Source: an optimization exercise on an open RTL-to-GDS flow (aim: a short achievable clock period and few clock cycles). Production flows keep margins and buffers that such runs may drop.
At most, simulation tests tie the RTL to the original design; equivalence was not proved.
Power is estimated from default activity; no workload was simulated.

==> inputs of wip/zinc <==
==> flow/design.v <==
`timescale 1ns/1ps
module l2_way_store
(
    input  logic                      clock,
    input  logic                      reset,
    input  logic [16-1:0]       lk_set_dec,    
    input  logic [4-1:0]   lk_set,
    input  logic [12-1:0]   lk_tag,
    output logic                      lk_hit,
    output logic [12-1:0]   lk_tag_out,
    output logic [64-1:0]  lk_line,
    output logic [16-1:0]       valid_vec,
    output logic [16-1:0]       dirty_vec,
    input  logic                      write_en,
    input  logic [4-1:0]   write_set,
    input  logic                      write_dirty,
    input  logic [12-1:0]   write_tag,
    input  logic [64-1:0]  write_line
);
    logic [16-1:0]      valid_bits;    
    logic [16-1:0]      dirty_bits;
    logic [12-1:0]  tag_mem  [16];
    logic [64-1:0] line_mem [16];
    logic [16-1:0]      match;
    always_ff @(posedge clock) begin
        if (reset) begin
            valid_bits <= '0;
            dirty_bits <= '0;
        end else if (write_en) begin
            valid_bits[write_set] <= 1'b1;
            dirty_bits[write_set] <= write_dirty;
        end
    end
    always_ff @(posedge clock) begin
        if (write_en) begin
            tag_mem[write_set]  <= write_tag;
            line_mem[write_set] <= write_line;
        end
    end
    always_comb begin
        for (int s = 0; s < 16; s++) begin
            match[s] = valid_bits[s] && (tag_mem[s] == lk_tag);
        end
    end
    assign lk_hit     = |(match & lk_set_dec);
    assign lk_tag_out = tag_mem[lk_set];
    assign lk_line    = line_mem[lk_set];
    assign valid_vec  = valid_bits;
    assign dirty_vec  = dirty_bits;
endmodule
`timescale 1ns/1ps
module l2_lru
(
    input  logic                                         clock,
    input  logic                                         reset,
    output logic [16-1:0][2-1:0]        lru_way,    
    input  logic                                         touch,
    input  logic [4-1:0]                      touch_set,
    input  logic [2-1:0]                      touch_way
);
    logic [16-1:0][4-1:0][2-1:0] ages;
    logic [2-1:0]                             touched_age;
    assign touched_age = ages[touch_set][touch_way];
    always_comb begin
        for (int s = 0; s < 16; s++) begin
            lru_way[s] = '0;
            for (int w = 0; w < 4; w++) begin
                if (ages[s][w] == '0) begin
                    lru_way[s] = w[2-1:0];
                end
            end
        end
    end
    always_ff @(posedge clock) begin
        if (reset) begin
            for (int s = 0; s < 16; s++) begin
                for (int w = 0; w < 4; w++) begin
                    ages[s][w] <= w[2-1:0];
                end
            end
        end else if (touch) begin
            for (int w = 0; w < 4; w++) begin
                if (w[2-1:0] == touch_way) begin
                    ages[touch_set][w] <= 2'(4 - 1);    
                end else if (ages[touch_set][w] > touched_age) begin
                    ages[touch_set][w] <= ages[touch_set][w] - 1'b1;
                end
            end
        end
    end
endmodule
`timescale 1ns/1ps
module l2_controller
#(
    parameter int WB_DEPTH = 4
)
(
    input  logic                                         clock,
    input  logic                                         reset,
    input  logic                                         core_req_write,
    input  logic [16-1:0]                     core_req_addr,
    input  logic [64-1:0]                     core_req_wdata,
    input  logic                                         core_req_valid,
    output logic                                         core_ack,
    output logic [64-1:0]                     core_rdata,
    output logic [16-1:0]                          lk_set_dec,
    output logic [4-1:0]                      lk_set,
    output logic [12-1:0]                      lk_tag,
    input  logic [4-1:0]                          lk_hit,
    input  logic [4-1:0][12-1:0]        lk_tag_out,
    input  logic [4-1:0][64-1:0]       lk_line,
    input  logic [4-1:0][16-1:0]            valid_vec,
    input  logic [4-1:0][16-1:0]            dirty_vec,
    output logic [4-1:0]                          way_write_en,
    output logic [4-1:0]                      write_set,
    output logic                                         write_dirty,
    output logic [12-1:0]                      write_tag,
    output logic [64-1:0]                     write_line,
    input  logic [16-1:0][2-1:0]        lru_way,
    output logic                                         touch,
    output logic [4-1:0]                      touch_set,
    output logic [2-1:0]                      touch_way,
    output logic                                         mem_rd_req,
    output logic [16-1:0]                     mem_rd_addr,
    input  logic                                         mem_rd_ack,
    input  logic [64-1:0]                     mem_rd_data,
    output logic                                         mem_wr_req,
    output logic [16-1:0]                     mem_wr_addr,
    output logic [64-1:0]                     mem_wr_data,
    input  logic                                         mem_wr_ack
);
    localparam int CNT_BITS = 3;    
    logic st_idle;      
    logic st_resp;      
    logic st_stall;     
    logic st_refill;    
    logic st_fill;      
    logic                                    write_q;
    logic [16-1:0]                addr_q;
    logic [64-1:0]                wdata_q;
    logic [2-1:0]                 tgt_q;       
    logic                                    vd_q;        
    logic [4-1:0][12-1:0]   lkt_q;       
    logic [4-1:0][64-1:0]  lkl_q;
    logic [64-1:0]                fill_q;
    logic                                    push_pend;   
    logic                                    rd_waitlow;  
    logic [WB_DEPTH-1:0][16-1:0]  wb_addr;
    logic [WB_DEPTH-1:0][64-1:0]  wb_data;
    logic [CNT_BITS-1:0]                     wb_count;
    logic                                    wr_busy;     
    logic                                    wr_waitlow;  
    logic [4-1:0]               in_set;
    logic                                  hit;
    logic [2-1:0]               hit_way;
    logic [16-1:0][2-1:0] set_victim;
    logic [16-1:0]                   set_vdirty;
    logic [2-1:0]               in_victim;
    logic                                  in_vdirty;
    logic                                  room;
    logic                                  in_hazard, q_hazard;
    logic                                  rd_free;
    logic                                  in_go_ack, in_go_read;
    logic                                  q_go_ack, q_go_read;
    logic [64-1:0]              in_rdata;
    assign in_set = core_req_addr[4-1:0];
    assign lk_set = in_set;
    assign lk_tag = core_req_addr[16-1:4];
    always_comb begin
        for (int s = 0; s < 16; s++) lk_set_dec[s] = (in_set == s[4-1:0]);
    end
    assign hit     = |lk_hit;
    assign hit_way = {lk_hit[3] | lk_hit[2], lk_hit[3] | lk_hit[1]};
    always_comb begin
        for (int s = 0; s < 16; s++) begin
            set_victim[s] = lru_way[s];
            set_vdirty[s] = dirty_vec[lru_way[s]][s];
            for (int w = 4 - 1; w >= 0; w--) begin
                if (!valid_vec[w][s]) begin
                    set_victim[s] = w[2-1:0];
                    set_vdirty[s] = 1'b0;
                end
            end
        end
    end
    assign in_victim = set_victim[in_set];
    assign in_vdirty = set_vdirty[in_set];
    assign room    = (wb_count != CNT_BITS'(WB_DEPTH));
    assign rd_free = !rd_waitlow;
    always_comb begin
        in_hazard = 1'b0;
        q_hazard  = 1'b0;
        for (int i = 0; i < WB_DEPTH; i++) begin
            if (CNT_BITS'(i) < wb_count) begin
                if (wb_addr[i] == core_req_addr) in_hazard = 1'b1;
                if (wb_addr[i] == addr_q)        q_hazard  = 1'b1;
            end
        end
    end
    assign in_go_ack  = hit || (core_req_write && (!in_vdirty || room));
    assign in_go_read = !hit && !core_req_write && (!in_vdirty || room) && !in_hazard && rd_free;
    assign q_go_ack   = write_q && (!vd_q || room);
    assign q_go_read  = !write_q && (!vd_q || room) && !q_hazard && rd_free;
    always_comb begin
        in_rdata = core_req_write ? core_req_wdata : '0;
        for (int w = 0; w < 4; w++) begin
            if (lk_hit[w] && !core_req_write) in_rdata = in_rdata | lk_line[w];
        end
    end
    always_ff @(posedge clock) begin
        if (reset) begin
            st_idle    <= 1'b1;
            st_resp    <= 1'b0;
            st_stall   <= 1'b0;
            st_refill  <= 1'b0;
            st_fill    <= 1'b0;
            core_ack   <= 1'b0;
            mem_rd_req <= 1'b0;
            push_pend  <= 1'b0;
            rd_waitlow <= 1'b0;
        end else begin
            push_pend <= 1'b0;
            if (rd_waitlow && !mem_rd_ack) rd_waitlow <= 1'b0;
            if (st_idle) begin
                if (core_req_valid) begin
                    st_idle <= 1'b0;
                    if (in_go_ack) begin
                        core_ack  <= 1'b1;
                        st_resp   <= 1'b1;
                        push_pend <= !hit && in_vdirty;
                    end else if (in_go_read) begin
                        mem_rd_req <= 1'b1;
                        st_refill  <= 1'b1;
                        push_pend  <= in_vdirty;
                    end else begin
                        st_stall <= 1'b1;
                    end
                end
            end
            if (st_stall) begin
                if (q_go_ack) begin
                    core_ack  <= 1'b1;
                    st_stall  <= 1'b0;
                    st_resp   <= 1'b1;
                    push_pend <= vd_q;
                end else if (q_go_read) begin
                    mem_rd_req <= 1'b1;
                    st_stall   <= 1'b0;
                    st_refill  <= 1'b1;
                    push_pend  <= vd_q;
                end
            end
            if (st_resp) begin
                core_ack <= 1'b0;
                st_resp  <= 1'b0;
                st_idle  <= 1'b1;
            end
            if (st_refill && mem_rd_ack) begin
                mem_rd_req <= 1'b0;
                rd_waitlow <= 1'b1;
                core_ack   <= 1'b1;
                st_refill  <= 1'b0;
                st_fill    <= 1'b1;
            end
            if (st_fill) begin
                core_ack <= 1'b0;
                st_fill  <= 1'b0;
                st_idle  <= 1'b1;
            end
        end
    end
    always_ff @(posedge clock) begin
        if (st_idle) begin
            write_q     <= core_req_write;
            addr_q      <= core_req_addr;
            wdata_q     <= core_req_wdata;
            tgt_q       <= hit ? hit_way : in_victim;
            vd_q        <= !hit && in_vdirty;
            lkt_q       <= lk_tag_out;
            lkl_q       <= lk_line;
            mem_rd_addr <= core_req_addr;
            core_rdata  <= in_rdata;
        end
        if (st_stall) begin
            mem_rd_addr <= addr_q;
            core_rdata  <= wdata_q;
        end
        if (st_refill) begin
            core_rdata  <= mem_rd_data;
            fill_q      <= mem_rd_data;
        end
    end
    assign way_write_en = ((st_resp && write_q) || st_fill) ? (4'(1) << tgt_q) : '0;
    assign write_set    = addr_q[4-1:0];
    assign write_dirty  = write_q;
    assign write_tag    = addr_q[16-1:4];
    assign write_line   = st_fill ? fill_q : wdata_q;
    assign touch        = st_resp || st_fill;
    assign touch_set    = addr_q[4-1:0];
    assign touch_way    = tgt_q;
    logic                       push, pop;
    logic [16-1:0]   push_addr;
    logic [64-1:0]   push_data;
    logic [CNT_BITS-1:0]        push_slot;
    logic [CNT_BITS-1:0]        count_after;
    assign push        = push_pend;
    assign push_addr   = {lkt_q[tgt_q], addr_q[4-1:0]};
    assign push_data   = lkl_q[tgt_q];
    assign pop         = wr_busy && mem_wr_ack;
    assign push_slot   = wb_count - CNT_BITS'(pop);
    assign count_after = wb_count + CNT_BITS'(push) - CNT_BITS'(pop);
    always_ff @(posedge clock) begin
        for (int i = 0; i < WB_DEPTH; i++) begin
            if (pop && i < WB_DEPTH - 1) begin
                wb_addr[i] <= wb_addr[i+1];
                wb_data[i] <= wb_data[i+1];
            end
            if (push && push_slot == CNT_BITS'(i)) begin
                wb_addr[i] <= push_addr;
                wb_data[i] <= push_data;
            end
        end
    end
    always_ff @(posedge clock) begin
        if (reset) begin
            wb_count   <= '0;
            wr_busy    <= 1'b0;
            wr_waitlow <= 1'b0;
        end else begin
            wb_count <= count_after;
            if (wr_busy) begin
                if (mem_wr_ack) begin
                    wr_busy    <= 1'b0;
                    wr_waitlow <= 1'b1;
                end
            end else if (wr_waitlow) begin
                if (!mem_wr_ack) begin
                    wr_waitlow <= 1'b0;
                    wr_busy    <= (wb_count != '0) || push;
                end
            end else begin
                wr_busy <= (wb_count != '0) || push;
            end
        end
    end
    assign mem_wr_req  = wr_busy;
    assign mem_wr_addr = wb_addr[0];
    assign mem_wr_data = wb_data[0];
endmodule
`timescale 1ns/1ps
module l2_cache
(
    input  logic                      clock,
    input  logic                      reset,
    input  logic                      core_req_valid,
    input  logic                      core_req_write,
    input  logic [16-1:0]  core_req_addr,
    input  logic [64-1:0]  core_req_wdata,
    output logic                      core_ack,
    output logic [64-1:0]  core_rdata,
    output logic                      mem_rd_req,
    output logic [16-1:0]  mem_rd_addr,
    input  logic                      mem_rd_ack,
    input  logic [64-1:0]  mem_rd_data,
    output logic                      mem_wr_req,
    output logic [16-1:0]  mem_wr_addr,
    output logic [64-1:0]  mem_wr_data,
    input  logic                      mem_wr_ack
);
    logic [16-1:0]                      lk_set_dec;
    logic [4-1:0]                  lk_set;
    logic [12-1:0]                  lk_tag;
    logic [4-1:0]                      lk_hit;
    logic [4-1:0][12-1:0]    lk_tag_out;
    logic [4-1:0][64-1:0]   lk_line;
    logic [4-1:0][16-1:0]        valid_vec;
    logic [4-1:0][16-1:0]        dirty_vec;
    logic [4-1:0]                      way_write_en;
    logic [4-1:0]                  write_set;
    logic                                     write_dirty;
    logic [12-1:0]                  write_tag;
    logic [64-1:0]                 write_line;
    logic [16-1:0][2-1:0]    lru_way;
    logic                                     touch;
    logic [4-1:0]                  touch_set;
    logic [2-1:0]                  touch_way;
    for (genvar w = 0; w < 4; w++) begin : g_way
        l2_way_store i_way_store (
            .clock       (clock),
            .reset       (reset),
            .lk_set_dec  (lk_set_dec),
            .lk_set      (lk_set),
            .lk_tag      (lk_tag),
            .lk_hit      (lk_hit[w]),
            .lk_tag_out  (lk_tag_out[w]),
            .lk_line     (lk_line[w]),
            .valid_vec   (valid_vec[w]),
            .dirty_vec   (dirty_vec[w]),
            .write_en    (way_write_en[w]),
            .write_set   (write_set),
            .write_dirty (write_dirty),
            .write_tag   (write_tag),
            .write_line  (write_line)
        );
    end
    l2_lru i_lru (
        .clock      (clock),
        .reset      (reset),
        .lru_way    (lru_way),
        .touch      (touch),
        .touch_set  (touch_set),
        .touch_way  (touch_way)
    );
    l2_controller i_controller (
        .clock          (clock),
        .reset          (reset),
        .core_req_write (core_req_write),
        .core_req_addr  (core_req_addr),
        .core_req_wdata (core_req_wdata),
        .core_req_valid (core_req_valid),
        .core_ack       (core_ack),
        .core_rdata     (core_rdata),
        .lk_set_dec     (lk_set_dec),
        .lk_set         (lk_set),
        .lk_tag         (lk_tag),
        .lk_hit         (lk_hit),
        .lk_tag_out     (lk_tag_out),
        .lk_line        (lk_line),
        .valid_vec      (valid_vec),
        .dirty_vec      (dirty_vec),
        .way_write_en   (way_write_en),
        .write_set      (write_set),
        .write_dirty    (write_dirty),
        .write_tag      (write_tag),
        .write_line     (write_line),
        .lru_way        (lru_way),
        .touch          (touch),
        .touch_set      (touch_set),
        .touch_way      (touch_way),
        .mem_rd_req     (mem_rd_req),
        .mem_rd_addr    (mem_rd_addr),
        .mem_rd_ack     (mem_rd_ack),
        .mem_rd_data    (mem_rd_data),
        .mem_wr_req     (mem_wr_req),
        .mem_wr_addr    (mem_wr_addr),
        .mem_wr_data    (mem_wr_data),
        .mem_wr_ack     (mem_wr_ack)
    );
endmodule
==> flow/run.sh <==
#!/bin/bash
# synth_recipe.tcl (not shown) runs the flow's synth.tcl, then flattens the netlist and writes it again
# the make line also repeats each setting of config.mk as NAME=value (left out here)
make -C /OpenROAD-flow-scripts/flow DESIGN_CONFIG=/design/flow/config.mk WORK_HOME=/design/flow/orfs CLKGATE_MAP_FILE= SYNTH_SCRIPT=/design/flow/synth_recipe.tcl finish
==> flow/config.mk <==
export PLATFORM = sky130hd
export DESIGN_NAME = l2_cache
export DESIGN_NICKNAME = l2_cache
export VERILOG_FILES = /design/flow/design.v
export SDC_FILE = /design/flow/constraint.sdc
export NUM_CORES = 4
export LEC_CHECK = 0
export ABC_CLOCK_PERIOD_IN_PS = 2500
export CAP_MARGIN = 20
export CORE_MARGIN = 2
export CORE_UTILIZATION = 30
export PLACE_DENSITY = 0.45
export SETUP_SLACK_MARGIN = 5
export SLEW_MARGIN = 20
==> flow/constraint.sdc <==
create_clock -name core_clock -period 8.0 [get_ports {clock}]
set_input_delay 1.6000 -clock core_clock [delete_from_list [all_inputs] [get_ports {clock}]]
set_output_delay 1.6000 -clock core_clock [all_outputs]
set_load 0.01 [all_outputs]
==> inputs of wip/tundra, as changes to wip/zinc <==
--- a/flow/design.v
+++ b/flow/design.v
@@ -4,10 +4,13 @@
     input  logic                      clock,
     input  logic                      reset,
     input  logic [16-1:0]       lk_set_dec,    
-    input  logic [4-1:0]   lk_set,
+    input  logic [4-1:0]   lk_set,        
     input  logic [12-1:0]   lk_tag,
+    input  logic [4-1:0]   lk_in_set,     
+    input  logic                      lk_rd_en,      
     output logic                      lk_hit,
-    output logic [12-1:0]   lk_tag_out,
+    output logic [64-1:0]  lk_data,       
+    output logic [12-1:0]   lk_tag_out,    
     output logic [64-1:0]  lk_line,
     output logic [16-1:0]       valid_vec,
     output logic [16-1:0]       dirty_vec,
@@ -43,6 +46,7 @@
         end
     end
     assign lk_hit     = |(match & lk_set_dec);
+    assign lk_data = (lk_hit && lk_rd_en) ? line_mem[lk_in_set] : '0;
     assign lk_tag_out = tag_mem[lk_set];
     assign lk_line    = line_mem[lk_set];
     assign valid_vec  = valid_bits;
@@ -58,32 +62,31 @@
     input  logic [4-1:0]                      touch_set,
     input  logic [2-1:0]                      touch_way
 );
-    logic [16-1:0][4-1:0][2-1:0] ages;
-    logic [2-1:0]                             touched_age;
-    assign touched_age = ages[touch_set][touch_way];
+    logic [16-1:0][4-1:0][4-1:0] older;    
     always_comb begin
         for (int s = 0; s < 16; s++) begin
             lru_way[s] = '0;
             for (int w = 0; w < 4; w++) begin
-                if (ages[s][w] == '0) begin
-                    lru_way[s] = w[2-1:0];
+                logic oldest;
+                oldest = 1'b1;
+                for (int j = 0; j < 4; j++) begin
+                    if (j > w && !older[s][w][j]) oldest = 1'b0;
+                    if (j < w &&  older[s][j][w]) oldest = 1'b0;
                 end
+                if (oldest) lru_way[s] = w[2-1:0];
             end
         end
     end
     always_ff @(posedge clock) begin
-        if (reset) begin
-            for (int s = 0; s < 16; s++) begin
-                for (int w = 0; w < 4; w++) begin
-                    ages[s][w] <= w[2-1:0];
-                end
-            end
-        end else if (touch) begin
-            for (int w = 0; w < 4; w++) begin
-                if (w[2-1:0] == touch_way) begin
-                    ages[touch_set][w] <= 2'(4 - 1);    
-                end else if (ages[touch_set][w] > touched_age) begin
-                    ages[touch_set][w] <= ages[touch_set][w] - 1'b1;
+        for (int s = 0; s < 16; s++) begin
+            for (int i = 0; i < 4; i++) begin
+                for (int j = i + 1; j < 4; j++) begin
+                    if (reset) begin
+                        older[s][i][j] <= 1'b1;    
+                    end else if (touch && touch_set == s[4-1:0]) begin
+                        if (touch_way == i[2-1:0]) older[s][i][j] <= 1'b0;
+                        else if (touch_way == j[2-1:0]) older[s][i][j] <= 1'b1;
+                    end
                 end
             end
         end
@@ -92,7 +95,7 @@
 `timescale 1ns/1ps
 module l2_controller
 #(
-    parameter int WB_DEPTH = 4
+    parameter int WB_DEPTH = 2
 )
 (
     input  logic                                         clock,
@@ -104,9 +107,12 @@
     output logic                                         core_ack,
     output logic [64-1:0]                     core_rdata,
     output logic [16-1:0]                          lk_set_dec,
-    output logic [4-1:0]                      lk_set,
+    output logic [4-1:0]                      lk_set,        
     output logic [12-1:0]                      lk_tag,
+    output logic [4-1:0]                      lk_in_set,
+    output logic                                         lk_rd_en,
     input  logic [4-1:0]                          lk_hit,
+    input  logic [4-1:0][64-1:0]       lk_data,
     input  logic [4-1:0][12-1:0]        lk_tag_out,
     input  logic [4-1:0][64-1:0]       lk_line,
     input  logic [4-1:0][16-1:0]            valid_vec,
@@ -129,7 +135,7 @@
     output logic [64-1:0]                     mem_wr_data,
     input  logic                                         mem_wr_ack
 );
-    localparam int CNT_BITS = 3;    
+    localparam int CNT_BITS = 2;    
     logic st_idle;      
     logic st_resp;      
     logic st_stall;     
@@ -140,10 +146,11 @@
     logic [64-1:0]                wdata_q;
     logic [2-1:0]                 tgt_q;       
     logic                                    vd_q;        
-    logic [4-1:0][12-1:0]   lkt_q;       
-    logic [4-1:0][64-1:0]  lkl_q;
     logic [64-1:0]                fill_q;
     logic                                    push_pend;   
+    logic                                    push_q;      
+    logic [16-1:0]                vaddr_q;     
+    logic [64-1:0]                vline_q;
     logic                                    rd_waitlow;  
     logic [WB_DEPTH-1:0][16-1:0]  wb_addr;
     logic [WB_DEPTH-1:0][64-1:0]  wb_data;
@@ -164,21 +171,23 @@
     logic                                  q_go_ack, q_go_read;
     logic [64-1:0]              in_rdata;
     assign in_set = core_req_addr[4-1:0];
-    assign lk_set = in_set;
+    assign lk_set = addr_q[4-1:0];    
     assign lk_tag = core_req_addr[16-1:4];
+    assign lk_rd_en = !core_req_write;
+    assign lk_in_set = in_set;
     always_comb begin
         for (int s = 0; s < 16; s++) lk_set_dec[s] = (in_set == s[4-1:0]);
     end
     assign hit     = |lk_hit;
     assign hit_way = {lk_hit[3] | lk_hit[2], lk_hit[3] | lk_hit[1]};
-    always_comb begin
+    always_ff @(posedge clock) begin
         for (int s = 0; s < 16; s++) begin
-            set_victim[s] = lru_way[s];
-            set_vdirty[s] = dirty_vec[lru_way[s]][s];
+            set_victim[s] <= lru_way[s];
+            set_vdirty[s] <= dirty_vec[lru_way[s]][s];
             for (int w = 4 - 1; w >= 0; w--) begin
                 if (!valid_vec[w][s]) begin
-                    set_victim[s] = w[2-1:0];
-                    set_vdirty[s] = 1'b0;
+                    set_victim[s] <= w[2-1:0];
+                    set_vdirty[s] <= 1'b0;
                 end
             end
         end
@@ -203,9 +212,7 @@
     assign q_go_read  = !write_q && (!vd_q || room) && !q_hazard && rd_free;
     always_comb begin
         in_rdata = core_req_write ? core_req_wdata : '0;
-        for (int w = 0; w < 4; w++) begin
-            if (lk_hit[w] && !core_req_write) in_rdata = in_rdata | lk_line[w];
-        end
+        for (int w = 0; w < 4; w++) in_rdata = in_rdata | lk_data[w];
     end
     always_ff @(posedge clock) begin
         if (reset) begin
@@ -217,9 +224,11 @@
             core_ack   <= 1'b0;
             mem_rd_req <= 1'b0;
             push_pend  <= 1'b0;
+            push_q     <= 1'b0;
             rd_waitlow <= 1'b0;
         end else begin
             push_pend <= 1'b0;
+            push_q    <= push_pend;
             if (rd_waitlow && !mem_rd_ack) rd_waitlow <= 1'b0;
             if (st_idle) begin
                 if (core_req_valid) begin
@@ -276,19 +285,14 @@
             wdata_q     <= core_req_wdata;
             tgt_q       <= hit ? hit_way : in_victim;
             vd_q        <= !hit && in_vdirty;
-            lkt_q       <= lk_tag_out;
-            lkl_q       <= lk_line;
-            mem_rd_addr <= core_req_addr;
-            core_rdata  <= in_rdata;
-        end
-        if (st_stall) begin
-            mem_rd_addr <= addr_q;
-            core_rdata  <= wdata_q;
-        end
-        if (st_refill) begin
-            core_rdata  <= mem_rd_data;
-            fill_q      <= mem_rd_data;
         end
+        if (st_refill) fill_q <= mem_rd_data;
+    end
+    always_ff @(posedge clock) begin
+        if (st_idle && core_req_valid) mem_rd_addr <= core_req_addr;
+        if (st_idle)        core_rdata <= in_rdata;
+        else if (st_refill) core_rdata <= mem_rd_data;
+        else                core_rdata <= wdata_q;
     end
     assign way_write_en = ((st_resp && write_q) || st_fill) ? (4'(1) << tgt_q) : '0;
     assign write_set    = addr_q[4-1:0];
@@ -303,14 +307,32 @@
     logic [64-1:0]   push_data;
     logic [CNT_BITS-1:0]        push_slot;
     logic [CNT_BITS-1:0]        count_after;
-    assign push        = push_pend;
-    assign push_addr   = {lkt_q[tgt_q], addr_q[4-1:0]};
-    assign push_data   = lkl_q[tgt_q];
+    always_ff @(posedge clock) begin
+        if (push_pend) begin
+            vaddr_q <= {lk_tag_out[tgt_q], addr_q[4-1:0]};
+            vline_q <= lk_line[tgt_q];
+        end
+    end
+    assign push        = push_q;
+    assign push_addr   = vaddr_q;
+    assign push_data   = vline_q;
     assign pop         = wr_busy && mem_wr_ack;
     assign push_slot   = wb_count - CNT_BITS'(pop);
     assign count_after = wb_count + CNT_BITS'(push) - CNT_BITS'(pop);
+    logic shift0, push0, hold0;
+    assign shift0 = pop && !(push && push_slot == '0);
+    assign push0  = push && push_slot == '0;
+    assign hold0  = !pop && !push0;
     always_ff @(posedge clock) begin
-        for (int i = 0; i < WB_DEPTH; i++) begin
+        wb_addr[0] <= ({16{shift0}} & wb_addr[1]) |
+                      ({16{push0}}  & push_addr)  |
+                      ({16{hold0}}  & wb_addr[0]);
+        wb_data[0] <= ({64{shift0}} & wb_data[1]) |
+                      ({64{push0}}  & push_data)  |
+                      ({64{hold0}}  & wb_data[0]);
+    end
+    always_ff @(posedge clock) begin
+        for (int i = 1; i < WB_DEPTH; i++) begin
             if (pop && i < WB_DEPTH - 1) begin
                 wb_addr[i] <= wb_addr[i+1];
                 wb_data[i] <= wb_data[i+1];
@@ -371,6 +393,9 @@
     logic [4-1:0]                  lk_set;
     logic [12-1:0]                  lk_tag;
     logic [4-1:0]                      lk_hit;
+    logic                                     lk_rd_en;
+    logic [4-1:0]                  lk_in_set;
+    logic [4-1:0][64-1:0]   lk_data;
     logic [4-1:0][12-1:0]    lk_tag_out;
     logic [4-1:0][64-1:0]   lk_line;
     logic [4-1:0][16-1:0]        valid_vec;
@@ -391,7 +416,10 @@
             .lk_set_dec  (lk_set_dec),
             .lk_set      (lk_set),
             .lk_tag      (lk_tag),
+            .lk_in_set   (lk_in_set),
+            .lk_rd_en    (lk_rd_en),
             .lk_hit      (lk_hit[w]),
+            .lk_data     (lk_data[w]),
             .lk_tag_out  (lk_tag_out[w]),
             .lk_line     (lk_line[w]),
             .valid_vec   (valid_vec[w]),
@@ -423,7 +451,10 @@
         .lk_set_dec     (lk_set_dec),
         .lk_set         (lk_set),
         .lk_tag         (lk_tag),
+        .lk_in_set      (lk_in_set),
+        .lk_rd_en       (lk_rd_en),
         .lk_hit         (lk_hit),
+        .lk_data        (lk_data),
         .lk_tag_out     (lk_tag_out),
         .lk_line        (lk_line),
         .valid_vec      (valid_vec),
--- a/flow/config.mk
+++ b/flow/config.mk
@@ -8,7 +8,7 @@
 export ABC_CLOCK_PERIOD_IN_PS = 2500
 export CAP_MARGIN = 20
 export CORE_MARGIN = 2
-export CORE_UTILIZATION = 30
-export PLACE_DENSITY = 0.45
+export CORE_UTILIZATION = 55
+export PLACE_DENSITY = 0.65
 export SETUP_SLACK_MARGIN = 5
 export SLEW_MARGIN = 20
==> summary of the runs <==
Against wip/zinc, the critical path depth of wip/tundra is lower by 5.
Between wip/tundra and wip/zinc, the lower first-iteration DRC count is in wip/zinc (gap 42%, measured against wip/zinc).
Between wip/tundra and wip/zinc, the lower area after synthesis is in wip/zinc (gap 4.6%, measured against wip/zinc).
Routed wire length: wip/tundra is higher than wip/zinc (4.1%).
Combinational power: wip/tundra is higher than wip/zinc (about 27%).
==> figures <==
Std-Cell Rows: wip/zinc 332; wip/tundra 251
Largest vdd supply drop: wip/zinc 0.251 mV; wip/tundra 0.291 mV
Share of synthesized cell area in full adder, half adder and majority cells: wip/zinc 0.00120; wip/tundra 0.000584
Critical path type: wip/zinc flop to flop; wip/tundra input pin to flop
Hold Path Cell Cnt: wip/zinc 2; wip/tundra 0
Levels on crit path: wip/zinc 19; wip/tundra 14
Run status: wip/zinc timing/DRC/antenna clean; wip/tundra timing/DRC/antenna clean
Number of DRC markers in iteration 0: wip/zinc 21300; wip/tundra 30200
Wire length on met2: wip/zinc 463000 um; wip/tundra 455000 um
Internal: wip/zinc 55.0 mW; wip/tundra 53.8 mW
Power drawn by the clock network: wip/zinc 29.4 mW; wip/tundra 28.4 mW
Testbench counts of wip/tundra, summed over its fixed seeds: cycles 109,665.
Function not checked in wip/zinc: the RTL went through the layout flow alone.

==> re-timing with driven ports <==
The results above use ideal ports. As a check the final layouts listed here were re-extracted and re-timed, cells and wires unchanged. Step 1 sets driving cells, clkbuf_16 on the clock port and buf_2 on the other inputs (assumed; they add their load-dependent delay and slew). Step 2, shift: input delay + t, output delay - t, t = (earliest + latest rising clock arrival at the registers) / 2. This alone moves slack from input paths to output paths. Three values: ideal ports, drivers, drivers and shift; two values: the first two.
run	t, ns	setup slack, ns	worst slew at a driven data input, ns	pins driven straight from the clock port
wip/zinc	1.256	4.089 / 3.934 / 2.944	0.43	1
wip/tundra	1.246	4.325 / 3.948 / 2.702	0.80	1
After both steps every run listed still meets setup and hold. The setup slack of wip/tundra, which loses most, moves by -0.377 ns with the drivers and by -1.623 ns with both steps.
